From an optimization exercise on the open Yosys and OpenROAD flow, aimed at small area, a short achievable clock period and few clock cycles per item; shortcuts taken in it are not production practice.
No run shown here included a check of the RTL's function; only the layout flow was run. No driver is modelled on the clock port, so clocking that relies on it looks cheaper here than on a real chip.

## flow/config.mk

```make
export PLATFORM = sky130hd
export DESIGN_NAME = intra4x4_pred_engine
export DESIGN_NICKNAME = intra4x4_pred_engine
export VERILOG_FILES = /design/flow/design.v
export SDC_FILE = /design/flow/constraint.sdc
export NUM_CORES = 4
export LEC_CHECK = 0
export CAP_MARGIN = 20
export CORE_MARGIN = 2
export CORE_UTILIZATION = 40
export SLEW_MARGIN = 20
```

## flow/constraint.sdc

```tcl
create_clock -name core_clock -period 20.0 [get_ports {clk}]
set_input_delay 4.0000 -clock core_clock [delete_from_list [all_inputs] [get_ports {clk}]]
set_output_delay 4.0000 -clock core_clock [all_outputs]
set_load 0.01 [all_outputs]
```

## flow/design.v

```verilog
module intra4x4_pred_engine #(
    parameter int PIX_W    = 8,
    parameter int BLK_COLS = 64,
    parameter int BLK_ROWS = 64,
    parameter int ADDR_W   = 14
) (
    input  logic                     clk,
    input  logic                     rst_n,
    input  logic                     start,
    input  logic [1:0]               mode_cfg,
    output logic                     fetch_req,
    output logic [ADDR_W-1:0]        fetch_addr,
    input  logic                     fetch_valid,
    input  logic [4*PIX_W-1:0]       fetch_data,
    output logic                     res_valid,
    input  logic                     res_ready,
    output logic [16*(PIX_W+1)-1:0]  res_data,
    output logic [1:0]               res_mode,
    output logic [PIX_W+3:0]         res_sad,
    output logic                     busy,
    output logic                     frame_done
);
    localparam int RES_W = PIX_W + 1;
    localparam int SAD_W = PIX_W + 4;
    localparam int ROW_W = 4 * PIX_W;
    localparam int COL_W = $clog2(BLK_COLS);
    localparam int BR_W  = $clog2(BLK_ROWS);
    localparam int CNT_W = BR_W + COL_W + 2;           
    localparam int NROWS = BLK_ROWS * BLK_COLS * 4;    
    localparam int RING  = BLK_COLS * 4;               
    localparam int LAG_W = $clog2(RING);
    localparam int WTAP  = 8;                          
    logic               running;        
    logic               idle;           
    logic               nreq;           
    logic               nvalid;         
    logic [1:0]         mode_q;
    logic [CNT_W-1:0]   fcnt;           
    logic [CNT_W-1:0]   fcnt_inc;       
    logic               flast;          
    logic               fdone;          
    logic [CNT_W:0]     ecnt;           
    logic [LAG_W-1:0]   lag;            
    logic               lagz;           
    logic               lastres;        
    logic [ROW_W-1:0]   fifo [4];
    logic [1:0]         wptr, rptr, rptr_n;
    logic [2:0]         fcount, fcount_n;
    logic               fnz;            
    logic               xfer, ev, pop, hs;
    logic [1:0]         er;             
    logic               e_flush;        
    logic               e_flush_ok;     
    logic               e_res;          
    logic               e_sel;          
    assign xfer       = !nreq && fetch_valid;
    assign hs         = !nvalid && res_ready;
    assign er         = ecnt[1:0];
    assign e_flush    = ecnt[CNT_W];
    assign e_flush_ok = (ecnt[CNT_W-1:2] == '0) && (er != 2'd3);
    assign e_res      = (er == 2'd2) && (ecnt[CNT_W:2] != '0);
    assign e_sel      = (er == 2'd1) && (ecnt[CNT_W:2] != '0);
    assign ev         = lagz && (e_flush ? e_flush_ok : fnz) && !(e_res && !nvalid);
    assign pop        = ev && !e_flush;
    assign rptr_n     = rptr + 2'(pop);
    logic [2:0]         fc_x, fc_nx;    
    logic               fr_x, fr_nx;    
    assign fc_x       = fcount + 3'd1 - 3'(pop);
    assign fc_nx      = fcount - 3'(pop);
    assign fcount_n   = xfer ? fc_x : fc_nx;
    assign fr_x       = !(fdone || flast) && (fc_x != 3'd4);
    assign fr_nx      = !fdone && (fc_nx != 3'd4);
    assign fetch_addr = {fcnt[CNT_W-1 -: BR_W], fcnt[1:0], fcnt[2 +: COL_W]};
    assign busy       = running;
    always_ff @(posedge clk or negedge rst_n) begin
        if (!rst_n) begin
            running    <= 1'b0;
            idle       <= 1'b1;
            nreq       <= 1'b1;
            nvalid     <= 1'b1;
            mode_q     <= '0;
            fcnt       <= '0;
            fcnt_inc   <= CNT_W'(1);
            flast      <= 1'b0;
            fdone      <= 1'b0;
            ecnt       <= '0;
            lag        <= '0;
            lagz       <= 1'b1;
            lastres    <= 1'b0;
            wptr       <= '0;
            rptr       <= '0;
            fcount     <= '0;
            fnz        <= 1'b0;
            fetch_req  <= 1'b0;
            res_valid  <= 1'b0;
            frame_done <= 1'b0;
        end else begin
            frame_done <= hs && lastres;
            if (idle) begin
                if (start) begin
                    running   <= 1'b1;
                    idle      <= 1'b0;
                    nreq      <= 1'b0;
                    mode_q    <= mode_cfg;
                    fcnt      <= '0;
                    fcnt_inc  <= CNT_W'(1);
                    flast     <= 1'b0;
                    fdone     <= 1'b0;
                    ecnt      <= '0;
                    lag       <= '0;
                    lagz      <= 1'b1;
                    lastres   <= 1'b0;
                    wptr      <= '0;
                    rptr      <= '0;
                    fcount    <= '0;
                    fnz       <= 1'b0;
                    fetch_req <= 1'b1;
                end
            end else begin
                if (xfer) begin
                    fcnt     <= fcnt_inc;
                    fcnt_inc <= fcnt_inc + CNT_W'(1);
                    flast    <= (fcnt_inc == CNT_W'(NROWS - 1));
                    wptr     <= wptr + 2'd1;
                    if (flast) fdone <= 1'b1;
                end
                fcount <= fcount_n;
                fnz    <= xfer ? (fc_x != 3'd0) : (fc_nx != 3'd0);
                rptr   <= rptr_n;
                if (ev) ecnt <= ecnt_n;
                if (ev || ecnt == '0) begin
                    lag  <= '0;
                    lagz <= 1'b1;
                end else begin
                    lag  <= lag + LAG_W'(1);
                    lagz <= (lag == LAG_W'(RING - 1));
                end
                if (nreq) begin
                    fetch_req <= fr_nx;
                    nreq      <= !fr_nx;
                end else begin
                    fetch_req <= fetch_valid ? fr_x : 1'b1;
                    nreq      <= fetch_valid ? !fr_x : 1'b0;
                end
                if (ev && e_res) begin
                    res_valid <= 1'b1;
                    nvalid    <= 1'b0;
                    if (e_flush) lastres <= 1'b1;
                end else if (hs) begin
                    res_valid <= 1'b0;
                    nvalid    <= 1'b1;
                    if (lastres) begin
                        running <= 1'b0;
                        idle    <= 1'b1;
                    end
                end
            end
        end
    end
    logic [ROW_W-1:0]   x_row;
    always_ff @(posedge clk) begin
        if (xfer) fifo[wptr] <= fetch_data;
        x_row <= (fcount == 3'(pop)) ? fetch_data : fifo[rptr_n];
    end
    logic [ROW_W-1:0]   chain [6];      
    logic [PIX_W-1:0]   lcol  [4];      
    logic [PIX_W-1:0]   dcr, dcr2;
    logic [PIX_W+1:0]   psum;
    logic [SAD_W-1:0]   acc [3];        
    logic [PIX_W:0]     pa  [3];
    logic [PIX_W:0]     pb  [3];
    logic               sa  [3];
    logic               sb  [3];
    logic [1:0]         sel_q;
    logic [SAD_W-1:0]   sad_q;
    logic [PIX_W-1:0]   ring [RING];
    logic               ring_we;
    logic [PIX_W-1:0]   t_q [4];        
    logic [PIX_W+1:0]   sum_t_q;        
    logic [1:0]         er_n;
    assign ring_we = ev && e_res;
    assign er_n    = er + 2'(ev);
    always_ff @(posedge clk) begin
        for (int k = 0; k < RING; k++) begin
            if (k >= WTAP && k < WTAP + 4 && ring_we)
                ring[k] <= chain[2][(k - WTAP)*PIX_W +: PIX_W];
            else
                ring[k] <= ring[(k + RING - 1) % RING];
        end
        for (int c = 0; c < 4; c++) begin
            case (er_n)
                2'd0:    t_q[c] <= ring[c];
                2'd1:    t_q[c] <= ring[c + 1];
                2'd2:    t_q[c] <= ring[c + 2];
                default: t_q[c] <= ring[c + 3];
            endcase
        end
        sum_t_q <= (PIX_W+2)'(ring[RING - 1]) + (PIX_W+2)'(ring[0])
                 + (PIX_W+2)'(ring[1]) + (PIX_W+2)'(ring[2]);
    end
    always_ff @(posedge clk) begin
        if (ev) begin
            chain[0] <= x_row;
            for (int k = 1; k < 6; k++) chain[k] <= chain[k - 1];
            lcol[0] <= chain[5][ROW_W-1 -: PIX_W];
            for (int k = 1; k < 4; k++) lcol[k] <= lcol[k - 1];
        end
    end
    function automatic logic [PIX_W:0] sdiff(input logic [PIX_W-1:0] a,
                                             input logic [PIX_W-1:0] b);
        sdiff = {1'b0, a} - {1'b0, b};
    endfunction
    function automatic logic [PIX_W-1:0] mag(input logic [PIX_W:0] d);
        mag = d[PIX_W-1:0] ^ {PIX_W{d[PIX_W]}};
    endfunction
    logic [PIX_W-1:0]   pred_sad [3][4];
    logic [PIX_W:0]     dd [3][4];
    always_comb begin
        for (int c = 0; c < 4; c++) begin
            pred_sad[0][c] = dcr;
            pred_sad[1][c] = chain[3][ROW_W-1 -: PIX_W];    
            pred_sad[2][c] = t_q[c];
            for (int m = 0; m < 3; m++)
                dd[m][c] = sdiff(x_row[c*PIX_W +: PIX_W], pred_sad[m][c]);
        end
    end
    always_ff @(posedge clk) begin
        if (ev) begin
            for (int m = 0; m < 3; m++) begin
                pa[m] <= (PIX_W+1)'(mag(dd[m][0])) + (PIX_W+1)'(mag(dd[m][1]))
                       + (PIX_W+1)'(dd[m][0][PIX_W]);
                pb[m] <= (PIX_W+1)'(mag(dd[m][2])) + (PIX_W+1)'(mag(dd[m][3]))
                       + (PIX_W+1)'(dd[m][2][PIX_W]);
                sa[m] <= dd[m][1][PIX_W];
                sb[m] <= dd[m][3][PIX_W];
                acc[m] <= ((er == 2'd1) ? SAD_W'(0) : acc[m])
                        + SAD_W'(pa[m]) + SAD_W'(pb[m])
                        + SAD_W'(sa[m]) + SAD_W'(sb[m]);
            end
        end
    end
    logic [COL_W-1:0]   e_bc;
    logic [BR_W-1:0]    e_br;
    logic               n_tav, n_lav;   
    logic               p_tav, p_lav;   
    logic [CNT_W:0]     ecnt_n;
    logic [SAD_W-1:0]   dc_sum, dc_tmp;
    assign ecnt_n = ecnt + (CNT_W+1)'(1);
    assign e_bc   = ecnt_n[2 +: COL_W];
    assign e_br   = ecnt_n[2 + COL_W +: BR_W];
    always_ff @(posedge clk) begin
        if (idle) begin
            n_lav <= 1'b1;
            n_tav <= 1'b0;
            p_lav <= 1'b1;
            p_tav <= 1'b1;
        end else if (ev) begin
            n_lav <= (e_bc != COL_W'(BLK_COLS - 1));
            n_tav <= (e_br != '0) || (e_bc == COL_W'(BLK_COLS - 1));
            p_lav <= (e_bc != COL_W'(1));
            p_tav <= (e_bc == '0) ? (e_br != BR_W'(1)) : (e_br != '0);
        end
    end
    always_comb begin
        dc_sum = SAD_W'(psum) + SAD_W'(x_row[ROW_W-1 -: PIX_W]);
        if (n_tav && n_lav)  dc_tmp = (SAD_W'(sum_t_q) + dc_sum + SAD_W'(4)) >> 3;
        else if (n_tav)      dc_tmp = (SAD_W'(sum_t_q) + SAD_W'(2)) >> 2;
        else if (n_lav)      dc_tmp = (dc_sum + SAD_W'(2)) >> 2;
        else                 dc_tmp = SAD_W'(1) << (PIX_W - 1);
    end
    always_ff @(posedge clk) begin
        if (idle) begin
            dcr  <= 8'd128;                                  
        end else if (ev && er == 2'd3) begin
            dcr  <= dc_tmp[PIX_W-1:0];
            dcr2 <= dcr;
        end
        if (ev && er == 2'd2)
            psum <= (PIX_W+2)'(x_row[ROW_W-1 -: PIX_W])
                  + (PIX_W+2)'(chain[0][ROW_W-1 -: PIX_W])
                  + (PIX_W+2)'(chain[1][ROW_W-1 -: PIX_W]);
    end
    logic [1:0]         sel;
    logic [SAD_W-1:0]   sad_sel;
    logic               v_lt_dc, h_lt_dc, h_lt_v, pick_v, pick_h;
    always_comb begin
        v_lt_dc = acc[2] < acc[0];
        h_lt_dc = acc[1] < acc[0];
        h_lt_v  = acc[1] < acc[2];
        pick_v  = p_tav && v_lt_dc;
        pick_h  = p_lav && (pick_v ? h_lt_v : h_lt_dc);
        sel = 2'b00;
        case (mode_q)
            2'b01: if (p_lav) sel = 2'b01;
            2'b10: if (p_tav) sel = 2'b10;
            2'b11: sel = pick_h ? 2'b01 : (pick_v ? 2'b10 : 2'b00);
            default: sel = 2'b00;
        endcase
        case (sel)
            2'b01:   sad_sel = acc[1];
            2'b10:   sad_sel = acc[2];
            default: sad_sel = acc[0];
        endcase
    end
    always_ff @(posedge clk) begin
        if (ev && e_sel) begin
            sel_q <= sel;
            sad_q <= sad_sel;
        end
    end
    logic [PIX_W-1:0]   pred;
    logic [16*RES_W-1:0] res_sel;
    always_comb begin
        res_sel = '0;
        for (int r = 0; r < 4; r++) begin
            for (int c = 0; c < 4; c++) begin
                case (sel_q)
                    2'b01:   pred = lcol[3 - r];
                    2'b10:   pred = ring[WTAP - 1 + c];
                    default: pred = dcr2;
                endcase
                res_sel[(4*r + c)*RES_W +: RES_W] =
                    {1'b0, chain[5 - r][c*PIX_W +: PIX_W]} - {1'b0, pred};
            end
        end
    end
    always_ff @(posedge clk) begin
        if (ev && e_res) begin
            res_data <= res_sel;
            res_mode <= sel_q;
            res_sad  <= sad_q;
        end
    end
endmodule
```

## flow/flow/run.sh

```bash
#!/bin/bash
# Standard ORFS layout with a larger setup repair margin and no CTS dummy loads.
bash standard.sh SETUP_SLACK_MARGIN=15.2 "CTS_ARGS=-sink_clustering_enable -repair_clock_nets -dont_use_dummy_load" finish > standard.log 2>&1
```

## flow/standard.sh

```bash
#!/bin/bash
# synth_recipe.tcl (not shown) runs the flow's synth.tcl, then flattens the netlist and writes it again
# the make line also repeats each setting of config.mk as NAME=value (left out here)
make -C /OpenROAD-flow-scripts/flow DESIGN_CONFIG=/design/flow/config.mk WORK_HOME=/design/flow/orfs CLKGATE_MAP_FILE= SYNTH_SCRIPT=/design/flow/synth_recipe.tcl "${@:-finish}"
```

==> qor.csv, run 1 <==
metric,value,unit
area.growth.synth_to_final,15.1,%
final_nets,6644,
synthCells,5618,
viasPerCell,4.68,
synth_ff_type,dfxtp_1,
yosys.area.top_type_share,0.501,
yosys_warnings,264,
design.die.area,0.217,mm²
grt_pass1_vias,41800,
clkSinkCount,2844,
drive_gt1_frac,0.119,
grt_usage,0.155,
rsz0062_at_grt,yes,
drt-total-wl,170000,µm
end_kind,output pin,
synth-seq-cells,2844,
worst_pin_slew,1.14,ns
die_w,466,µm
antenna_found_initial,20,
route.detailed.drc,0,
clock_skew,0.0913,ns
num-fill-cells,18300,
timing.reg2reg.setup_slack,15.32,ns
crit_family,flip-flops,
dp.cells,8592,
htreeDepth,5,
ant_nets,0,
post-route-worst-setup-slack,14.51,ns
cts_buffers,295,
die_height,466,µm
hold_path_end,ring[192][1]$_DFF_P_,
start_util,0.402,
crit_chain,buf_2,
syn_area_per_cell,15.2,µm²
detail_route.wl_per_cell,18.9,µm
worst_slew_margin_rel,0.241,
holdCritStartpoint,ring[191][1]$_DFF_P_,
postCtsHoldBufs,0,
ff_latch_area,0.0637,mm²
gr-total-overflow,0,
r2r_cells,16,
cts_buffer_depth,4,
setup-tns-final,0,ns
cp_slowest_cell,edfxtp_1,
gp_congestion,0.844,
fmax,0.182,GHz
async_reset_ff_frac,0.0253,
synth-edff-count,638,
critPathArrivalTime,1.49,ns
finalNonFillerCells,8951,
multi_input_area,0.0207,mm²
r2r-end,pb[2][7]$_DFFE_PN_,
holdPathStages,0,
crit_buf_inv,1,
yosys-top-cells-area,"dfxtp_1 (50%), edfxtp_1 (22%), ha_1 (5.7%)",
setup_viol,0,
rows,169,
grt_max_degree,168,
crit_fanout,1,
path_class,register to output pin,
critPathLaunchType,register,
hp-class,register to register,
dp_slack,13.61,ns
status,no timing/DRC/antenna violations,
cts_root_buffer,clkbuf_16,
cp_slowest_stage_delay,0.41,ns
vias,41900,
initialDrtViolationCount,2874,
finalHoldViolations,0,
cts_tree,built,
drtPass1Iterations,19,
clkLatencyLatePin,0.93,ns
synth_area,0.0853,mm²
clk_pin_slew_worst_paths,0.06,ns
synth.distinct_cells,75,
slew_violations,0,
io_pins,215,
io_buffers,214,
synth_top_cell_by_area,dfxtp_1,
period_share,0.275,
dpl.hpwl,114000,µm
synth_nets,6139,
grt_pass1_wl,255000,µm
crit_required,16.00,ns
final_util,0.463,
rr_startpoint,x_row[24]$_DFF_P_,
hold_ws,0.262,ns
yosysSeqAreaShare,0.747,
coreArea,0.212,mm²
max_cap_viol_count,0,
min_period,5.49,ns
==> Yosys cell counts, types with 8 or more instances <==
cell type	instances
o31ai_1	8
buf_1	13
nor2b_1	53
o21ai_0	232
o21bai_1	75
nor3_1	29
nand4_1	9
dfxtp_1	2134
mux2_2	42
a21oi_1	229
dfrtp_1	67
nand2b_1	29
xnor2_1	246
nand3_1	52
and2_1	42
a21o_1	173
nor2_1	144
xor2_1	126
a31oi_1	8
a221oi_1	11
fa_1	93
nand2_1	222
inv_1	244
or3_1	9
clkbuf_1	67
a211oi_1	11
mux4_2	64
and3_1	25
edfxtp_1	638
mux2i_1	9
ha_1	389
==> metal layers <==
metal  share of wire  routed length (µm)  vias up  track usage
met5         0.00044                  75        -            0
met4           0.037                6340       12       0.0623
met3           0.052                8760      333       0.0294
met2            0.43               73700      966        0.233
met1            0.48               80700    20400        0.221
li1                -                   -    20200            -
==> placed cells by master (no fill, tap or decap), types with 25 or more instances in the layout <==
cell / synthesis / final
fa_1: 93 / 93
xnor2_1: 246 / 245
inv_1: 244 / 238
o21ai_0: 232 / 219
dfrtp_1: 67 / 65
dfxtp_1: 2134 / 2132
clkdlybuf4s50_1: 0 / 35
a21o_1: 173 / 173
nand2b_1: 29 / 28
edfxtp_1: 638 / 638
nor2b_1: 53 / 50
nand2_1: 222 / 219
clkbuf_16: 0 / 295
buf_4: 0 / 63
ha_1: 389 / 385
mux4_2: 64 / 64
mux2_2: 42 / 42
nand3_1: 52 / 52
and3_1: 25 / 25
nor3_1: 29 / 26
xor2_1: 126 / 125
nor2_1: 144 / 140
a21oi_1: 229 / 226
o21bai_1: 75 / 75
and2_1: 42 / 36
buf_2: 0 / 170
==> kinds of logic (layout without fill, tap and decap cells) <==
group / count (synthesis) / after routing / share of synthesized area
flip-flops: 2844 / 2844 / 0.747
AO/OA/AOI/OAI: 843 / 844 / 0.0630
XOR/XNOR: 372 / 372 / 0.0382
other: 0 / 9 / 0
buffers and inverters: 324 / 820 / 0.0143
multiplexers: 115 / 115 / 0.0235
AND/OR/NAND/NOR: 638 / 644 / 0.0352
adder cells (fa/ha/maj): 482 / 482 / 0.0789
==> worst max path at each step <==
stage,start,end,slack (ns),cells after the start
floorplan,ecnt[0]$_DFFE_PN0P_,t_q[0][1]$_DFF_P_,12.23,10
global placement,fetch_valid,fcnt_inc[13]$_DFFE_PN0P_,13.63,6
detailed placement,fetch_valid,fcnt_inc[13]$_DFFE_PN0P_,13.61,6
CTS,res_data[64]$_DFFE_PP_,res_data[64],14.42,1
global route,res_data[64]$_DFFE_PP_,res_data[64],14.44,1
finish,res_data[64]$_DFFE_PP_,res_data[64],14.51,1
==> metrics by stage <==
stage          instance area [µm²]
6_report                     98100
5_1_grt                      98100
3_3_place_gp                 91000
2_1_floorplan                85500
4_1_cts                      97700
3_5_place_dp                 91000
==> layout make-up <==
class	count	area share
Tap cell	2821	0.0360
Inverter	244	0.00953
Multi-Input combinational cell	2457	0.211
Clock buffer	295	0.0752
Sequential cell	2844	0.649
Timing Repair Buffer	281	0.0189
Antenna cell	9	0.000230
==> registers in the layout, indices dropped and copies added (netlist names), 32 cells and up <==
signal    cells
fifo        128
acc          36
lcol         32
t_q          32
ring       2048
x_row        32
chain       192
res_data    144
==> what timing repair did <==
item | in CTS | in global routing
resized for setup | 721 | 19
buffers inserted | 6 | 41
gates cloned | 6 | 1
pin swaps | 6 | 7
setup endpoints to repair | 344 | 217
==> inputs of run 2 (changes only) <==
==> flow/flow/run.sh (replaced) <==
#!/bin/bash
# Standard ORFS layout with a larger setup repair margin, no CTS dummy loads, larger sink clusters.
bash standard.sh SETUP_SLACK_MARGIN=14.6 "CTS_ARGS=-sink_clustering_enable -repair_clock_nets -dont_use_dummy_load -sink_clustering_size 30 -sink_clustering_max_diameter 100" finish > standard.log 2>&1
==> run 2 against run 1 <==
  * Sequential share of layout area increased by 3.7 points
  * Routed wire length fell by 2.5%
  * First-iteration DRC count up 1.5%
  * Critical endpoint is now res_data[140]
  * Highest routed layer unchanged
  * Worst hold slack improved by 0.0091 ns
==> qor.csv, run 2 <==
metric,value,unit,change
status,no timing/DRC/antenna violations,,unchanged
fmax,0.186,GHz,was 0.182 GHz
cts_tree,built,,unchanged
drtPass1Iterations,22,,was 19
dp.cells,8601,,was 8592
gr-total-overflow,0,,unchanged
final_cell_mix,"dfxtp_1 (2134), edfxtp_1 (638), ha_1 (385)",,"was dfxtp_1 (2132), edfxtp_1 (638), ha_1 (385)"
cts_buffer_depth,3,,was 4
start_util,0.402,,unchanged
max_cap_viol_count,0,,unchanged
dpl.hpwl,115000,µm,was 114000 µm
critPathArrivalTime,1.38,ns,was 1.49 ns
yosys_warnings,264,,unchanged
drive_gt1_frac,0.0810,,was 0.119
timing.reg2reg.setup_slack,15.01,ns,was 15.32 ns
crit_buf_inv,1,,unchanged
drt-total-wl,165000,µm,was 170000 µm
critPathLaunch,res_data[140]$_DFFE_PP_,,was res_data[64]$_DFFE_PP_
synth-seq-cells,2844,,unchanged
clock_skew,0.133,ns,was 0.0913 ns
hp-class,register to register,,unchanged
die_w,466,µm,unchanged
rows,169,,unchanged
syn_area_per_cell,15.2,µm²,unchanged
area.growth.synth_to_final,8.93,%,was 15.1%
detail_route.wl_per_cell,19.0,µm,was 18.9 µm
synth_ff_type,dfxtp_1,,unchanged
htreeDepth,3,,was 5
largest_reg_flops,2048,,unchanged
rr_startpoint,x_row[24]$_DFF_P_,,unchanged
slew_violations,0,,unchanged
holdPathStages,0,,unchanged
async_reset_ff_frac,0.0253,,unchanged
synth-edff-count,638,,unchanged
gp_congestion,0.854,,was 0.844
die_height,466,µm,unchanged
route.detailed.drc,0,,unchanged
path_class,register to output pin,,unchanged
rsz0062_at_grt,yes,,unchanged
synth_nets,6139,,unchanged
mostFrequentLayoutCell,dfxtp_1,,unchanged
end_kind,output pin,,unchanged
synth_area,0.0853,mm²,unchanged
crit_family,flip-flops,,unchanged
post-route-worst-setup-slack,14.62,ns,was 14.51 ns
vias,40400,,was 41900
num-fill-cells,18800,,was 18300
setup_viol,0,,unchanged
cts_root_buffer,clkbuf_16,,unchanged
ant_nets,0,,unchanged
min_period,5.38,ns,was 5.49 ns
grt_pass1_vias,40300,,was 41800
cp_num_cells,1,,unchanged
viasPerCell,4.63,,was 4.68
finalHoldViolations,0,,unchanged
synth_top_cell_by_area,dfxtp_1,,unchanged
yosys-top-cells-area,"dfxtp_1 (50%), edfxtp_1 (22%), ha_1 (5.7%)",,unchanged
largest_register,ring,,unchanged
cp_slowest_cell,edfxtp_1,,unchanged
crit_fanout,1,,unchanged
design.die.area,0.217,mm²,unchanged
synthCells,5618,,unchanged
finalNonFillerCells,8716,,was 8951
coreArea,0.212,mm²,unchanged
dp_slack,13.49,ns,was 13.61 ns
worst_slew_margin_rel,0.271,,was 0.241
postCtsHoldBufs,0,,unchanged
ff_latch_area,0.0637,mm²,about the same
grt_pass1_wl,250000,µm,was 255000 µm
reg_top3,"ring: 2048 flops, chain: 192 flops, res_data: 144 flops",,unchanged
yosys.area.top_type_share,0.501,,unchanged
io_buffers,214,,unchanged
netlist_top_cells_count,"dfxtp_1 (2134), edfxtp_1 (638), ha_1 (389)",,unchanged
io_pins,215,,unchanged
crit_chain,buf_2,,unchanged
grt_max_degree,156,,was 168
crit_required,16.00,ns,about the same
r2r_cells,18,,was 16
holdCritStartpoint,ring[206][0]$_DFF_P_,,was ring[191][1]$_DFF_P_
worst_pin_slew,1.09,ns,was 1.14 ns
antenna_found_initial,19,,was 20
multi_input_area,0.0205,mm²,was 0.0207 mm²
synth.distinct_cells,75,,unchanged
clk_pin_slew_worst_paths,0.10,ns,was 0.06 ns
grt_usage,0.151,,was 0.155
setup-tns-final,0,ns,unchanged
final_nets,6413,,was 6644
cp_slowest_stage_delay,0.41,ns,about the same
initialDrtViolationCount,2916,,was 2874
critPathLaunchType,register,,unchanged
synth.most_common_cell,dfxtp_1,,unchanged
clkLatencyLatePin,0.82,ns,was 0.93 ns
period_share,0.269,,was 0.275
cts_buffers,108,,was 295
clkSinkCount,2844,,unchanged
yosysSeqAreaShare,0.747,,unchanged
hold_ws,0.271,ns,was 0.262 ns
## run 2: cell types whose count changed in the layout (fill, tap and decap cells not counted), sizes merged
cell / delta
clkdlybuf4s50: +1
clkbuf: -187
clkinvlp: -2
buf: -39
nor2: -1
clkdlybuf4s15: +1
and2: -5
a211oi: -1
inv: +2
diode: -4
## run 2: per-stage QoR
step           utilization  cell area (µm²)
2_1_floorplan            -            85400
5_1_grt              0.438            92900
4_1_cts              0.438            92800
6_report             0.438            92900
3_3_place_gp         0.429            91000
3_5_place_dp         0.429            91000
## run 2: what timing repair did
action | in CTS | in global routing
setup endpoints to repair | 184 | 196
pin swaps | 0 | 0
buffers inserted | 2 | 0
resized for setup | 705 | 8
## run 2: worst register-to-register path, stage by stage, from the launching register on
cell and delay [ns]:
dfxtp_1 0.37, inv_1 0.37, ha_1 0.23, inv_1 0.06
fa_1 0.40, a21o_1 0.20, a2111o_1 0.40, a21o_2 0.24
a21oi_4 0.37, xnor2_1 0.19, mux2_2 0.30, fa_1 0.40
a21o_1 0.17, a21oi_1 0.22, o21bai_1 0.09, a21oi_1 0.24
nor2b_1 0.07, o21ai_0 0.15, nand2b_1 0.19
## run 2: routing by layer
| layer | up-vias | GRT usage | share of wire | wire, µm |
|---|---|---|---|---|
| li1 | 19700 | - | - | - |
| met1 | 19800 | 0.223 | 0.49 | 81200 |
| met2 | 663 | 0.228 | 0.43 | 71600 |
| met3 | 220 | 0.0221 | 0.043 | 7140 |
| met4 | 12 | 0.0513 | 0.033 | 5380 |
| met5 | - | 0 | 0.00046 | 76 |
## run 2: logic make-up (layout without fill, tap and decap cells)
| family | after synthesis | in the layout | synth area share |
|---|---|---|---|
| compound gates | 843 | 843 | 0.0630 |
| buf+inv | 324 | 596 | 0.0143 |
| flops | 2844 | 2844 | 0.747 |
| simple gates | 638 | 638 | 0.0352 |
| mux | 115 | 115 | 0.0235 |
| xor+xnor | 372 | 372 | 0.0382 |
| other cells | 0 | 5 | 0 |
| fa+ha+maj | 482 | 482 | 0.0789 |
## run 2: final cells by class
class | count | area share
clock buffer | 108 | 0.0291
timing repair buffer | 244 | 0.0165
inverter | 244 | 0.00998
multi-input combinational | 2450 | 0.221
tap | 2821 | 0.0380
sequential | 2844 | 0.686
antenna | 5 | 0.000135
## run 2: final timing paths
check	end
min	ring[207][0]$_DFF_P_
min in group asynchronous	fcnt[6]$_DFFE_PN0P_
max reg2reg	pb[1][8]$_DFFE_PN_
max	res_data[140]
max in group asynchronous	ecnt[0]$_DFFE_PN0P_
min reg2reg	ring[207][0]$_DFF_P_
==> inputs of run 3 (changes only) <==
--- a/flow/design.v
+++ b/flow/design.v
@@ -54,3 +54,2 @@
     logic               e_res;          
-    logic               e_sel;          
     assign xfer       = !nreq && fetch_valid;
@@ -61,3 +60,2 @@
     assign e_res      = (er == 2'd2) && (ecnt[CNT_W:2] != '0);
-    assign e_sel      = (er == 2'd1) && (ecnt[CNT_W:2] != '0);
     assign ev         = lagz && (e_flush ? e_flush_ok : fnz) && !(e_res && !nvalid);
@@ -226,12 +224,24 @@
     end
+    logic               p_v, p_row0, p_row3, p_tav, p_lav;
+    logic               a_v, a_tav, a_lav;
     always_ff @(posedge clk) begin
-        if (ev) begin
+        p_v    <= pop;
+        p_row0 <= (er == 2'd0);
+        p_row3 <= (er == 2'd3);
+        p_tav  <= (ecnt[2 + COL_W +: BR_W] != '0);
+        p_lav  <= (ecnt[2 +: COL_W] != '0);
+        for (int m = 0; m < 3; m++) begin
+            pa[m] <= (PIX_W+1)'(mag(dd[m][0])) + (PIX_W+1)'(mag(dd[m][1]))
+                   + (PIX_W+1)'(dd[m][0][PIX_W]);
+            pb[m] <= (PIX_W+1)'(mag(dd[m][2])) + (PIX_W+1)'(mag(dd[m][3]))
+                   + (PIX_W+1)'(dd[m][2][PIX_W]);
+            sa[m] <= dd[m][1][PIX_W];
+            sb[m] <= dd[m][3][PIX_W];
+        end
+        a_v   <= p_v && p_row3;
+        a_tav <= p_tav;
+        a_lav <= p_lav;
+        if (p_v) begin
             for (int m = 0; m < 3; m++) begin
-                pa[m] <= (PIX_W+1)'(mag(dd[m][0])) + (PIX_W+1)'(mag(dd[m][1]))
-                       + (PIX_W+1)'(dd[m][0][PIX_W]);
-                pb[m] <= (PIX_W+1)'(mag(dd[m][2])) + (PIX_W+1)'(mag(dd[m][3]))
-                       + (PIX_W+1)'(dd[m][2][PIX_W]);
-                sa[m] <= dd[m][1][PIX_W];
-                sb[m] <= dd[m][3][PIX_W];
-                acc[m] <= ((er == 2'd1) ? SAD_W'(0) : acc[m])
+                acc[m] <= (p_row0 ? SAD_W'(0) : acc[m])
                         + SAD_W'(pa[m]) + SAD_W'(pb[m])
@@ -244,3 +254,2 @@
     logic               n_tav, n_lav;   
-    logic               p_tav, p_lav;   
     logic [CNT_W:0]     ecnt_n;
@@ -254,4 +263,2 @@
             n_tav <= 1'b0;
-            p_lav <= 1'b1;
-            p_tav <= 1'b1;
         end else if (ev) begin
@@ -259,4 +266,2 @@
             n_tav <= (e_br != '0) || (e_bc == COL_W'(BLK_COLS - 1));
-            p_lav <= (e_bc != COL_W'(1));
-            p_tav <= (e_bc == '0) ? (e_br != BR_W'(1)) : (e_br != '0);
         end
@@ -289,8 +294,8 @@
         h_lt_v  = acc[1] < acc[2];
-        pick_v  = p_tav && v_lt_dc;
-        pick_h  = p_lav && (pick_v ? h_lt_v : h_lt_dc);
+        pick_v  = a_tav && v_lt_dc;
+        pick_h  = a_lav && (pick_v ? h_lt_v : h_lt_dc);
         sel = 2'b00;
         case (mode_q)
-            2'b01: if (p_lav) sel = 2'b01;
-            2'b10: if (p_tav) sel = 2'b10;
+            2'b01: if (a_lav) sel = 2'b01;
+            2'b10: if (a_tav) sel = 2'b10;
             2'b11: sel = pick_h ? 2'b01 : (pick_v ? 2'b10 : 2'b00);
@@ -305,3 +310,3 @@
     always_ff @(posedge clk) begin
-        if (ev && e_sel) begin
+        if (a_v) begin
             sel_q <= sel;
==> flow/flow/run.sh (replaced) <==
#!/bin/bash
# Standard ORFS layout with a larger setup repair margin, no CTS dummy loads, larger sink clusters.
bash standard.sh SETUP_SLACK_MARGIN=14.6 "CTS_ARGS=-sink_clustering_enable -repair_clock_nets -dont_use_dummy_load -sink_clustering_size 30 -sink_clustering_max_diameter 60" finish > standard.log 2>&1
==> run 3 against run 2 <==
  * Still clean
  * Clock-buffer cell count grew 51
  * First-iteration DRC count shrank 0.38%
  * Clock skew grew 0.0070 ns
  * Critical path type is now input port to register
==> qor.csv, run 3 <==
metric,value,unit,change
grt_pass1_vias,40100,,was 40300
max_cap_viol_count,0,,unchanged
hp-class,register to register,,unchanged
drive_gt1_frac,0.0885,,was 0.0810
clock_skew,0.140,ns,was 0.133 ns
drt-total-wl,162000,µm,was 165000 µm
antenna_found_initial,22,,was 19
vias,40100,,was 40400
largest_register,ring,,unchanged
dpl.hpwl,112000,µm,was 115000 µm
initialDrtViolationCount,2905,,was 2916
synth-edff-count,578,,was 638
gp_congestion,0.837,,was 0.854
crit_fanout,32,,was 1
syn_area_per_cell,15.3,µm²,was 15.2 µm²
path_class,input port to register,,was register to output pin
gr-total-overflow,0,,unchanged
cts_root_buffer,clkbuf_16,,unchanged
critPathLaunch,fetch_valid,,was res_data[140]$_DFFE_PP_
netlist_top_cells_count,"dfxtp_1 (2200), edfxtp_1 (578), ha_1 (388)",,"was dfxtp_1 (2134), edfxtp_1 (638), ha_1 (389)"
rsz0062_at_grt,yes,,unchanged
synth.most_common_cell,dfxtp_1,,unchanged
clkSinkCount,2850,,was 2844
synth_area,0.0845,mm²,was 0.0853 mm²
cts_buffers,159,,was 108
largest_reg_flops,2048,,unchanged
die_height,464,µm,was 466 µm
clkLatencyLatePin,0.83,ns,was 0.82 ns
coreArea,0.210,mm²,was 0.212 mm²
synthCells,5537,,was 5618
synth-seq-cells,2850,,was 2844
critPathLaunchType,input port,,was register
start_util,0.403,,was 0.402
ant_nets,0,,unchanged
fmax,0.185,GHz,was 0.186 GHz
ff_latch_area,0.0632,mm²,was 0.0637 mm²
design.die.area,0.215,mm²,was 0.217 mm²
grt_pass1_wl,245000,µm,was 250000 µm
synth_top_cell_by_area,dfxtp_1,,unchanged
setup-tns-final,0,ns,unchanged
yosysSeqAreaShare,0.748,,was 0.747
worst_slew_margin_rel,0.243,,was 0.271
synth.distinct_cells,76,,was 75
final_nets,6395,,was 6413
route.detailed.drc,0,,unchanged
async_reset_ff_frac,0.0253,,about the same
end_kind,register,,was output pin
yosys.area.top_type_share,0.521,,was 0.501
reg_top3,"ring: 2048 flops, chain: 192 flops, res_data: 144 flops",,unchanged
synth_nets,6057,,was 6139
status,no timing/DRC/antenna violations,,unchanged
grt_max_degree,165,,was 156
io_buffers,214,,unchanged
grt_usage,0.150,,was 0.151
slew_violations,0,,unchanged
clk_pin_slew_worst_paths,0.11,ns,was 0.10 ns
holdCritStartpoint,ring[210][4]$_DFF_P_,,was ring[206][0]$_DFF_P_
detail_route.wl_per_cell,18.6,µm,was 19.0 µm
worst_pin_slew,1.14,ns,was 1.09 ns
io_pins,215,,unchanged
finalHoldViolations,0,,unchanged
drtPass1Iterations,5,,was 22
rr_startpoint,x_row[24]$_DFF_P_,,unchanged
min_period,5.41,ns,was 5.38 ns
die_w,464,µm,was 466 µm
synth_ff_type,dfxtp_1,,unchanged
multi_input_area,0.0202,mm²,was 0.0205 mm²
yosys_warnings,264,,unchanged
num-fill-cells,18700,,was 18800
critPathArrivalTime,5.79,ns,was 1.38 ns
period_share,0.270,,was 0.269
rows,168,,was 169
viasPerCell,4.62,,was 4.63
cts_tree,built,,unchanged
setup_viol,0,,unchanged
cts_buffer_depth,3,,unchanged
final_cell_mix,"dfxtp_1 (2200), edfxtp_1 (578), ha_1 (387)",,"was dfxtp_1 (2134), edfxtp_1 (638), ha_1 (385)"
timing.reg2reg.setup_slack,15.05,ns,was 15.01 ns
area.growth.synth_to_final,10.5,%,was 8.93%
crit_required,20.38,ns,was 16.00 ns
htreeDepth,4,,was 3
yosys-top-cells-area,"dfxtp_1 (52%), edfxtp_1 (21%), ha_1 (5.7%)",,"was dfxtp_1 (50%), edfxtp_1 (22%), ha_1 (5.7%)"
mostFrequentLayoutCell,dfxtp_1,,unchanged
final_util,0.445,,was 0.438
run 3: kinds of logic after synthesis:
group                      synth area share
AOI/OAI and AO/OA                    0.0626
xor gates and xnor gates             0.0384
adders and majority gates            0.0795
buffers and inverters                0.0144
DFF                                   0.748
muxes                                0.0271
and+or+nand+nor                      0.0303
run 3: critical path: stages:
cell and delay, ns:
clkdlybuf4s50_1 0.51, nor2b_1 0.41, and2_2 0.84
run 3: per-layer routing:
metal / vias up / global-route usage / routed length [µm]
met5: - / 0 / 101
met4: 14 / 0.0511 / 5290
met3: 282 / 0.0314 / 9110
met2: 816 / 0.218 / 67800
met1: 19400 / 0.221 / 79500
li1: 19500 / - / -
run 3: worst paths after layout:
check / cells past startpoint / to
worst max register to register: 19 / pb[0][8]$_DFF_P_
min in group asynchronous: 1 / fcnt[1]$_DFFE_PN0P_
max in group asynchronous: 1 / lag[3]$_DFFE_PN0P_
worst max-delay path: 3 / fifo[3][9]$_DFFE_PP_
worst min-delay path: 0 / ring[211][4]$_DFF_P_
worst min register to register: 0 / ring[211][4]$_DFF_P_
run 3: layout make-up:
cell class	count	share of cell area
inverters	249	0.0102
repair buffers	252	0.0171
multi-input cells	2363	0.216
well taps	2805	0.0376
clock buffers	159	0.0426
flip-flops and latches	2850	0.677
diodes	4	0.000107
run 3: repair_timing:
item | CTS | global route
setup endpoints to repair | 186 | 319
cloned | 0 | 0
gates resized for setup | 718 | 10
hold buffers | 0 | 0
setup buffers | 7 | 2
run 3: stage by stage:
stage	cells	hold slack (ns)	area [µm²]	setup WS, ns
3_3_place_gp	8510	0.311	90200	13.43
6_report	8682	0.258	93400	14.59
5_1_grt	8680	0.261	93400	14.48
3_5_place_dp	8510	0.312	90200	13.36
4_1_cts	8676	0.259	93400	14.51
2_1_floorplan	5537	0.310	84500	14.62
==> inputs of run 4 (changes only) <==
==> flow/flow/run.sh (replaced) <==
#!/bin/bash
# Standard ORFS layout with a larger setup repair margin, no CTS dummy loads, larger sink clusters.
bash standard.sh SETUP_SLACK_MARGIN=14.6 "CTS_ARGS=-sink_clustering_enable -repair_clock_nets -dont_use_dummy_load -sink_clustering_size 25 -sink_clustering_max_diameter 80" finish > standard.log 2>&1
==> run 4 against run 3 <==
  * Critical path type is now register to output pin
  * Clock-buffer cell count decreased by 12
  * Flip-flop and latch count unchanged
  * Cell count decreased by 0.15%
  * Highest routed layer unchanged
  * Synthesized cell count unchanged
  * Clock skew decreased by 0.0090 ns
  * Design area decreased by 0.33%
  * Register-to-register slack improved by 0.03 ns
  * Global-route usage about the same
  * Critical path depth decreased by 2
  * Die area unchanged
==> qor.csv, run 4 <==
metric,value,unit,change
dpl.hpwl,112000,µm,unchanged
final_nets,6382,,was 6395
drive_gt1_frac,0.0865,,was 0.0885
critPathLaunchType,register,,was input port
start_util,0.403,,unchanged
synth_area,0.0845,mm²,unchanged
final_cell_mix,"dfxtp_1 (2200), edfxtp_1 (578), ha_1 (387)",,unchanged
slew_violations,0,,unchanged
period_share,0.272,,was 0.270
fmax,0.184,GHz,was 0.185 GHz
antenna_found_initial,22,,unchanged
reg_top3,"ring: 2048 flops, chain: 192 flops, res_data: 144 flops",,unchanged
critPathArrivalTime,1.44,ns,was 5.79 ns
detail_route.wl_per_cell,18.6,µm,about the same
status,no timing/DRC/antenna violations,,unchanged
ant_nets,0,,unchanged
worst_pin_slew,1.12,ns,was 1.14 ns
yosysSeqAreaShare,0.748,,unchanged
synth_ff_type,dfxtp_1,,unchanged
cts_root_buffer,clkbuf_16,,unchanged
synth_nets,6057,,unchanged
vias,40200,,was 40100
grt_usage,0.150,,about the same
synth-seq-cells,2850,,unchanged
design.die.area,0.215,mm²,unchanged
setup-tns-final,0,ns,unchanged
htreeDepth,4,,unchanged
coreArea,0.210,mm²,unchanged
io_buffers,214,,unchanged
num-fill-cells,18700,,about the same
ff_latch_area,0.0632,mm²,unchanged
clk_pin_slew_worst_paths,0.10,ns,was 0.11 ns
viasPerCell,4.64,,was 4.62
cts_tree,built,,unchanged
initialDrtViolationCount,2700,,was 2905
yosys.area.top_type_share,0.521,,unchanged
cts_buffer_depth,3,,unchanged
place_area,0.0902,mm²,unchanged
crit_family,flip-flops,,was simple AND/OR/NAND/NOR gates
yosys_warnings,264,,unchanged
hp-class,register to register,,unchanged
synth_top_cell_by_area,dfxtp_1,,unchanged
largest_reg_flops,2048,,unchanged
gp_congestion,0.837,,unchanged
rsz0062_at_grt,yes,,unchanged
post-route-worst-setup-slack,14.56,ns,was 14.59 ns
synth.most_common_cell,dfxtp_1,,unchanged
gr-total-overflow,0,,unchanged
grt_max_degree,165,,unchanged
largest_register,ring,,unchanged
die_height,464,µm,unchanged
crit_fanout,1,,was 32
synth.distinct_cells,76,,unchanged
min_period,5.44,ns,was 5.41 ns
cp_slowest_stage_delay,0.48,ns,was 0.84 ns
grt_pass1_wl,245000,µm,about the same
setup_viol,0,,unchanged
drt-total-wl,162000,µm,about the same
crit_chain,buf_2,,was clkdlybuf4s50_1 > nor2b_1 > and2_2
route.detailed.drc,0,,unchanged
synth-edff-count,578,,unchanged
syn_area_per_cell,15.3,µm²,unchanged
finalHoldViolations,0,,unchanged
clock_skew,0.131,ns,was 0.140 ns
cp_slowest_cell,edfxtp_1,,was and2_2
drtPass1Iterations,5,,unchanged
end_kind,output pin,,was register
path_class,register to output pin,,was input port to register
worst_slew_margin_rel,0.253,,was 0.243
grt_pass1_vias,40000,,was 40100
clkLatencyLatePin,0.82,ns,was 0.83 ns
yosys-top-cells-area,"dfxtp_1 (52%), edfxtp_1 (21%), ha_1 (5.7%)",,unchanged
die_w,464,µm,unchanged
crit_required,16.00,ns,was 20.38 ns
dp_slack,13.36,ns,unchanged
clkSinkCount,2850,,unchanged
mostFrequentLayoutCell,dfxtp_1,,unchanged
io_pins,215,,unchanged
rows,168,,unchanged
synthCells,5537,,unchanged
netlist_top_cells_count,"dfxtp_1 (2200), edfxtp_1 (578), ha_1 (388)",,unchanged
stdcell_area,0.0931,mm²,was 0.0934 mm²
max_cap_viol_count,0,,unchanged
cts_buffers,147,,was 159
area.growth.synth_to_final,10.2,%,was 10.5%
async_reset_ff_frac,0.0253,,unchanged
multi_input_area,0.0202,mm²,about the same
crit_buf_inv,1,,unchanged
run 4: cell counts after synthesis:
Identical to the previous run, type by type.
run 4: worst paths after layout:
path / start / endpoint / slack, ns / cells after the start
setup / recovery: res_sad[0]$_DFFE_PP_ / res_sad[0] / 14.56 / 1
hold / removal: ring[247][5]$_DFF_P_ / ring[248][5]$_DFF_P_ / 0.25 / 0
setup reg to reg: x_row[24]$_DFF_P_ / pb[0][8]$_DFF_P_ / 15.08 / 19
hold reg to reg: ring[247][5]$_DFF_P_ / ring[248][5]$_DFF_P_ / 0.25 / 0
max in group asynchronous: rst_n / fnz$_DFFE_PN0P_ / 15.95 / 1
min in group asynchronous: rst_n / fcnt[7]$_DFFE_PN0P_ / 3.38 / 1
run 4: through the flow:
step | util | hold WS, ns | cells
after floorplan | - | 0.310 | 5537
after global placement | 0.430 | 0.311 | 8510
after detailed placement | 0.430 | 0.312 | 8510
after CTS | 0.444 | 0.239 | 8665
after global routing | 0.444 | 0.247 | 8667
final | 0.444 | 0.249 | 8669
run 4: what timing repair did:
action                     CTS  global route
resized for setup          718            10
setup buffers                8             0
setup endpoints to repair  186           314
hold buffers                 0             0
run 4: area by class of cell:
cell class,count,area share
Antenna cell,4,0.000107
Clock buffer,147,0.0395
Timing Repair Buffer,251,0.0171
Sequential cell,2850,0.679
Tap cell,2805,0.0377
Inverter,249,0.0103
Multi-Input combinational cell,2363,0.217
run 4: logic make-up after synthesis:
logic type,Yosys count,share of synthesized area
flops,2850,0.748
fa+ha+maj,481,0.0795
mux,140,0.0271
compound gates,839,0.0626
simple gates,532,0.0303
buf+inv,324,0.0144
xor+xnor,371,0.0384
run 4: per-layer routing:
metal | wire length (µm) | up-vias | GRT usage
li1 | - | 19500 | -
met1 | 79600 | 19600 | 0.221
met2 | 68200 | 817 | 0.219
met3 | 8580 | 269 | 0.0292
met4 | 5240 | 12 | 0.0515
met5 | 80 | - | 0
==> inputs of run 5 (changes only) <==
--- a/flow/design.v
+++ b/flow/design.v
@@ -159,3 +159,3 @@
     always_ff @(posedge clk) begin
-        if (xfer) fifo[wptr] <= fetch_data;
+        if (!nreq) fifo[wptr] <= fetch_data;
         x_row <= (fcount == 3'(pop)) ? fetch_data : fifo[rptr_n];
==> flow/flow/run.sh (replaced) <==
#!/bin/bash
# Standard ORFS layout with a larger setup repair margin, no CTS dummy loads, larger sink clusters.
bash standard.sh SETUP_SLACK_MARGIN=14.6 "CTS_ARGS=-sink_clustering_enable -repair_clock_nets -dont_use_dummy_load -sink_clustering_size 30 -sink_clustering_max_diameter 100" finish > standard.log 2>&1
==> run 5 against run 4 <==
  * Still clean
  * Utilization shrank 0.60 points
  * Worst hold slack improved by 0.0012 ns
  * Design area is 0.36% lower
  * Critical path type unchanged
==> qor.csv, run 5 <==
metric,value,unit,change
status,no timing/DRC/antenna violations,,unchanged
synth_top_family_by_area,adder cells,,unchanged
num-fill-cells,18900,,was 18700
cts_root_buffer,clkbuf_16,,unchanged
gr-total-overflow,0,,unchanged
dpl.hpwl,117000,µm,was 112000 µm
synth_mux_area_frac,0.0266,,was 0.0271
rr_startpoint,x_row[16]$_DFF_P_,,was x_row[24]$_DFF_P_
largest_register,ring,,unchanged
clk_pin_slew_worst_paths,0.10,ns,about the same
hp-class,register to register,,unchanged
clock_skew,0.146,ns,was 0.131 ns
grt_max_degree,73,,was 165
period_share,0.269,,was 0.272
synth-compound-area-share,0.0614,,was 0.0626
holdCritStartpoint,ring[73][4]$_DFF_P_,,was ring[247][5]$_DFF_P_
synth_top_cell_by_area,dfxtp_1,,unchanged
postCtsHoldBufs,0,,unchanged
die_w,465,µm,was 464 µm
r2r-end,pb[2][7]$_DFF_P_,,was pb[0][8]$_DFF_P_
synth-edff-count,578,,unchanged
cts_tree,built,,unchanged
synthAdderAreaFrac,0.0789,,was 0.0795
crit_chain,buf_2,,unchanged
holdPathStages,0,,unchanged
syn_area_per_cell,14.9,µm²,was 15.3 µm²
critPathArrivalTime,1.38,ns,was 1.44 ns
io_pins,215,,unchanged
fmax,0.186,GHz,was 0.184 GHz
grt_pass1_wl,252000,µm,was 245000 µm
drive_gt1_frac,0.0817,,was 0.0865
final_nets,6497,,was 6382
detail_route.wl_per_cell,18.9,µm,was 18.6 µm
clkSinkCount,2850,,unchanged
end_kind,output pin,,unchanged
final_util,0.438,,was 0.444
setup_viol,0,,unchanged
io_buffers,214,,unchanged
worst_pin_slew,1.04,ns,was 1.12 ns
area.growth.synth_to_final,8.99,%,was 10.2%
synth.distinct_cells,78,,was 76
yosys.area_share.xor_xnor,0.0354,,was 0.0384
ant_nets,0,,unchanged
r2r_cells,16,,was 19
synth.most_common_cell,dfxtp_1,,unchanged
synthCells,5695,,was 5537
critPathLaunch,res_data[138]$_DFFE_PP_,,was res_sad[0]$_DFFE_PP_
crit_fanout,1,,unchanged
grt_usage,0.153,,was 0.150
yosys_warnings,264,,unchanged
timing.reg2reg.setup_slack,15.12,ns,was 15.08 ns
coreArea,0.212,mm²,was 0.210 mm²
synth_area,0.0851,mm²,was 0.0845 mm²
ff_latch_area,0.0632,mm²,about the same
vias,40900,,was 40200
design.die.area,0.217,mm²,was 0.215 mm²
rows,169,,was 168
cp_slowest_stage_delay,0.41,ns,was 0.48 ns
rsz0062_at_grt,yes,,unchanged
largest_reg_flops,2048,,unchanged
drt-total-wl,167000,µm,was 162000 µm
start_util,0.402,,was 0.403
yosys.area_share.simple,0.0389,,was 0.0303
route.detailed.drc,0,,unchanged
clkLatencyLatePin,0.82,ns,about the same
mostFrequentLayoutCell,dfxtp_1,,unchanged
cp_slowest_cell,edfxtp_1,,unchanged
yosys-top-cells-area,"dfxtp_1 (52%), edfxtp_1 (20%), ha_1 (5.7%)",,"was dfxtp_1 (52%), edfxtp_1 (21%), ha_1 (5.7%)"
antenna_found_initial,20,,was 22
synth-seq-cells,2850,,unchanged
crit_family,flip-flops,,unchanged
gp_congestion,0.839,,was 0.837
worst_slew_margin_rel,0.304,,was 0.253
crit_required,16.00,ns,about the same
hold_path_end,ring[74][4]$_DFF_P_,,was ring[248][5]$_DFF_P_
yosys.area.top_type_share,0.517,,was 0.521
cts_buffer_depth,3,,unchanged
grt_pass1_vias,40400,,was 40000
reg_top3,"ring: 2048 flops, chain: 192 flops, res_data: 144 flops",,unchanged
netlist_top_cells_count,"dfxtp_1 (2200), edfxtp_1 (578), ha_1 (388)",,unchanged
slew_violations,0,,unchanged
crit_buf_inv,1,,unchanged
max_cap_viol_count,0,,unchanged
viasPerCell,4.65,,was 4.64
cp_num_cells,1,,unchanged
initialDrtViolationCount,2981,,was 2700
dp_slack,13.32,ns,was 13.36 ns
setup-tns-final,0,ns,unchanged
die_height,465,µm,was 464 µm
multi_input_area,0.0206,mm²,was 0.0202 mm²
path_class,register to output pin,,unchanged
htreeDepth,3,,was 4
synth_ff_type,dfxtp_1,,unchanged
finalHoldViolations,0,,unchanged
min_period,5.38,ns,was 5.44 ns
cts_buffers,113,,was 147
final_cell_mix,"dfxtp_1 (2199), edfxtp_1 (578), ha_1 (387)",,"was dfxtp_1 (2200), edfxtp_1 (578), ha_1 (387)"
yosysSeqAreaShare,0.742,,was 0.748
post-route-worst-setup-slack,14.62,ns,was 14.56 ns
async_reset_ff_frac,0.0253,,unchanged
synth_nets,6215,,was 6057
critPathLaunchType,register,,unchanged
drtPass1Iterations,5,,unchanged
-- run 5: how the worst max path moves through the flow --
stage / slack, ns / end
2_1_floorplan: 14.64 / fcnt_inc[13]$_DFFE_PN0P_
3_3_place_gp: 13.31 / fcnt_inc[13]$_DFFE_PN0P_
3_5_place_dp: 13.32 / fcnt_inc[13]$_DFFE_PN0P_
4_1_cts: 14.49 / res_data[138]
5_1_grt: 14.50 / res_data[138]
6_report: 14.62 / res_data[138]
-- run 5: stage by stage --
| stage | cells | hold WS [ns] | instance area, µm² |
|---|---|---|---|
| 3_5_place_dp | 8681 | 0.312 | 90800 |
| 4_1_cts | 8795 | 0.249 | 92700 |
| 3_3_place_gp | 8681 | 0.310 | 90800 |
| 6_report | 8803 | 0.250 | 92800 |
| 2_1_floorplan | 5695 | 0.310 | 85100 |
| 5_1_grt | 8802 | 0.238 | 92800 |
-- run 5: worst register-to-register path, stage by stage, from the launching register on --
cell and delay [ns]:
dfxtp_1 0.48, inv_1 0.36, ha_1 0.27, inv_1 0.07
fa_1 0.40, a21o_1 0.20, a41o_1 0.24, a21oi_1 0.31
o2bb2ai_1 0.17, buf_4 0.20, xor2_1 0.31, ha_1 0.30
and2_1 0.16, a221oi_1 0.37, o21ai_0 0.20, o41ai_1 0.36
xnor2_1 0.26
-- run 5: logic make-up (layout without fill, tap and decap cells) --
logic type,after synthesis,count (layout)
fa+ha+maj,481,481
compound gates,840,840
flops,2850,2850
other cells,0,7
buf+inv,361,640
xor+xnor,344,344
mux,134,134
simple gates,685,686
-- run 5: layer usage --
| metal | track usage | share of wire | vias up |
|---|---|---|---|
| met5 | 0 | 0.00069 | - |
| li1 | - | - | 19900 |
| met1 | 0.227 | 0.49 | 20000 |
| met2 | 0.230 | 0.43 | 746 |
| met4 | 0.0478 | 0.029 | 18 |
| met3 | 0.0227 | 0.044 | 196 |
-- run 5: cell type report --
type,count,share of cell area
inverter,282,0.0114
tap,2821,0.0380
multi-input combinational,2485,0.222
sequential,2850,0.681
clock buffer,113,0.0305
timing repair buffer,245,0.0165
antenna,7,0.000189
-- run 5: timing repair --
action                     4_1_cts  5_1_grt
setup buffers                    1        0
gates resized for setup        711        6
gates cloned                     0        1
setup endpoints to repair      251      150
==> inputs of run 6 (changes only) <==
==> flow/flow/run.sh (replaced) <==
#!/bin/bash
# Standard ORFS layout with a larger setup repair margin, no CTS dummy loads, larger sink clusters.
bash standard.sh SETUP_SLACK_MARGIN=14.6 "CTS_ARGS=-sink_clustering_enable -repair_clock_nets -dont_use_dummy_load -sink_clustering_size 30 -sink_clustering_max_diameter 80" finish > standard.log 2>&1
==> run 6 against run 5 <==
  * Via count is 0.35% higher
  * Critical path type unchanged
  * Critical path depth unchanged
  * First-iteration DRC count rose by 3.1%
==> qor.csv, run 6 <==
metric,value,unit,change
area.growth.synth_to_final,9.70,%,was 8.99%
critPathLaunchType,register,,unchanged
cts_root_buffer,clkbuf_16,,unchanged
route.detailed.drc,0,,unchanged
final_cell_mix,"dfxtp_1 (2199), edfxtp_1 (578), ha_1 (387)",,unchanged
grt_usage,0.154,,was 0.153
ant_nets,0,,unchanged
htreeDepth,4,,was 3
period_share,0.271,,was 0.269
synth_ff_type,dfxtp_1,,unchanged
yosys_warnings,264,,unchanged
io_buffers,214,,unchanged
cts_buffers,136,,was 113
dp.cells,8681,,unchanged
synth.most_common_cell,dfxtp_1,,unchanged
synth-seq-cells,2850,,unchanged
post-route-worst-setup-slack,14.58,ns,was 14.62 ns
die_height,465,µm,unchanged
synth.distinct_cells,78,,unchanged
cp_slowest_cell,edfxtp_1,,unchanged
setup_viol,0,,unchanged
crit_required,16.00,ns,about the same
die_w,465,µm,unchanged
dpl.hpwl,117000,µm,unchanged
finalHoldViolations,0,,unchanged
clkSinkCount,2850,,unchanged
antenna_found_initial,22,,was 20
synth_nets,6215,,unchanged
end_kind,output pin,,unchanged
path_class,register to output pin,,unchanged
cp_slowest_stage_delay,0.43,ns,was 0.41 ns
yosysSeqAreaShare,0.742,,unchanged
synth-edff-count,578,,unchanged
vias,41000,,was 40900
drtPass1Iterations,5,,unchanged
setup-tns-final,0,ns,unchanged
reg_top3,"ring: 2048 flops, chain: 192 flops, res_data: 144 flops",,unchanged
rows,169,,unchanged
io_pins,215,,unchanged
cts_tree,built,,unchanged
crit_buf_inv,1,,unchanged
largest_register,ring,,unchanged
crit_family,flip-flops,,unchanged
min_period,5.42,ns,was 5.38 ns
gp_congestion,0.839,,unchanged
detail_route.wl_per_cell,18.9,µm,about the same
netlist_top_cells_count,"dfxtp_1 (2200), edfxtp_1 (578), ha_1 (388)",,unchanged
yosys.area.top_type_share,0.517,,unchanged
final_nets,6521,,was 6497
async_reset_ff_frac,0.0253,,unchanged
initialDrtViolationCount,3073,,was 2981
design.die.area,0.217,mm²,unchanged
clkLatencyLatePin,0.85,ns,was 0.82 ns
critPathArrivalTime,1.42,ns,was 1.38 ns
dp_slack,13.32,ns,unchanged
synth_area,0.0851,mm²,unchanged
largest_reg_flops,2048,,unchanged
worst_slew_margin_rel,0.302,,was 0.304
grt_max_degree,73,,unchanged
finalNonFillerCells,8823,,was 8803
syn_area_per_cell,14.9,µm²,unchanged
clk_pin_slew_worst_paths,0.10,ns,about the same
hold_ws,0.273,ns,was 0.250 ns
status,no timing/DRC/antenna violations,,unchanged
drive_gt1_frac,0.0855,,was 0.0817
slew_violations,0,,unchanged
coreArea,0.212,mm²,unchanged
postCtsHoldBufs,0,,unchanged
crit_fanout,1,,unchanged
cts_buffer_depth,3,,unchanged
viasPerCell,4.65,,about the same
rsz0062_at_grt,yes,,unchanged
grt_pass1_wl,253000,µm,was 252000 µm
crit_chain,buf_2,,unchanged
worst_pin_slew,1.05,ns,was 1.04 ns
yosys-top-cells-area,"dfxtp_1 (52%), edfxtp_1 (20%), ha_1 (5.7%)",,unchanged
synthCells,5695,,unchanged
fmax,0.185,GHz,was 0.186 GHz
drt-total-wl,167000,µm,about the same
hp-class,register to register,,unchanged
gr-total-overflow,0,,unchanged
grt_pass1_vias,40600,,was 40400
start_util,0.402,,unchanged
synth_top_cell_by_area,dfxtp_1,,unchanged
max_cap_viol_count,0,,unchanged
clock_skew,0.151,ns,was 0.146 ns
mostFrequentLayoutCell,dfxtp_1,,unchanged
## run 6: cell counts after synthesis
Identical to the previous run, type by type.
## run 6: layer usage
layer,part of all wire,wire [µm],up-vias,GRT usage
li1,-,-,20000,-
met1,0.49,82200,20100,0.227
met2,0.43,71700,744,0.229
met3,0.044,7390,232,0.0258
met4,0.032,5380,20,0.0526
met5,0.00080,134,-,0
## run 6: repair_timing
action | 4_1_cts | 5_1_grt
buffers inserted | 1 | 2
hold endpoints to repair | 0 | 0
gates cloned | 0 | 0
resized for setup | 716 | 7
endpoints found under the setup margin | 252 | 223
## run 6: logic make-up after synthesis
family,share of synthesized area
AOI/OAI and AO/OA,0.0614
adders and majority gates,0.0789
and+or+nand+nor,0.0389
DFF,0.742
xor gates and xnor gates,0.0354
buffers and inverters,0.0164
muxes,0.0266
## run 6: area by class of cell
| cell class | count | area [µm²] |
|---|---|---|
| Fill cell | 18900 | 118000 |
| Timing Repair Buffer | 247 | 1570 |
| Sequential cell | 2850 | 63200 |
| Antenna cell | 3 | 7.51 |
| Tap cell | 2821 | 3530 |
| Inverter | 282 | 1060 |
| Clock buffer | 136 | 3400 |
| Multi-Input combinational cell | 2484 | 20600 |
## run 6: final timing paths
path                                         from                     end  slack (ns)  cells past startpoint
max in group asynchronous                   rst_n     ecnt[9]$_DFFE_PN0P_       15.99                      1
hold reg to reg              ring[100][0]$_DFF_P_    ring[101][0]$_DFF_P_        0.27                      0
setup / recovery           res_data[15]$_DFFE_PP_            res_data[15]       14.58                      1
setup reg to reg             ecnt[12]$_DFFE_PN0P_  res_data[49]$_DFFE_PP_       15.11                      9
min in group asynchronous                   rst_n    fcnt[12]$_DFFE_PN0P_        3.32                      1
hold / removal               ring[100][0]$_DFF_P_    ring[101][0]$_DFF_P_        0.27                      0
## run 6: metrics by stage
stage	utilization	instance area [µm²]
6_report	0.441	93400
4_1_cts	0.440	93300
5_1_grt	0.441	93400
2_1_floorplan	-	85100
3_3_place_gp	0.428	90800
3_5_place_dp	0.428	90800

[port drivers added, routing unchanged]
Ports are ideal in the flow. The routed layouts listed here were re-timed in OpenROAD.
Step 1, drivers: a clkbuf_16 drives clk and a buf_2 each remaining input, both assumed.
Step 2 moves the port delays by t, midway between the first and last clock arrival at a register: inputs arrive t later, outputs are due t later. That takes back most of the time a late clock gives input paths.
Slacks: no drivers / after step 1 / after step 2; pairs: no drivers / after step 1.
| run | shift t [ns] | setup WS [ns] | worst setup path after step 2 | slew at the worst register clock pin (ns) | cell pins on the clock port's net |
|---|---|---|---|---|---|
| run 1 | 0.968 | 14.507 / 14.419 / 14.336 | input to register | 0.06 / 0.06 | 1 |
| run 2 | 0.845 | 14.620 / 14.531 / 13.854 | input to register | 0.12 / 0.12 | 1 |
| run 3 | 0.847 | 14.591 / 14.515 / 13.766 | input to register | 0.11 / 0.11 | 1 |
| run 4 | 0.840 | 14.555 / 14.471 / 13.756 | input to register | 0.10 / 0.10 | 1 |
| run 5 | 0.842 | 14.616 / 14.519 / 13.887 | input to register | 0.12 / 0.12 | 1 |
| run 6 | 0.869 | 14.585 / 14.494 / 13.897 | input to register | 0.11 / 0.11 | 1 |
After both steps setup and hold are still met in every run listed. For run 3, which loses most, drivers alone change the setup slack by -0.076 ns; drivers and shift together by -0.825 ns.
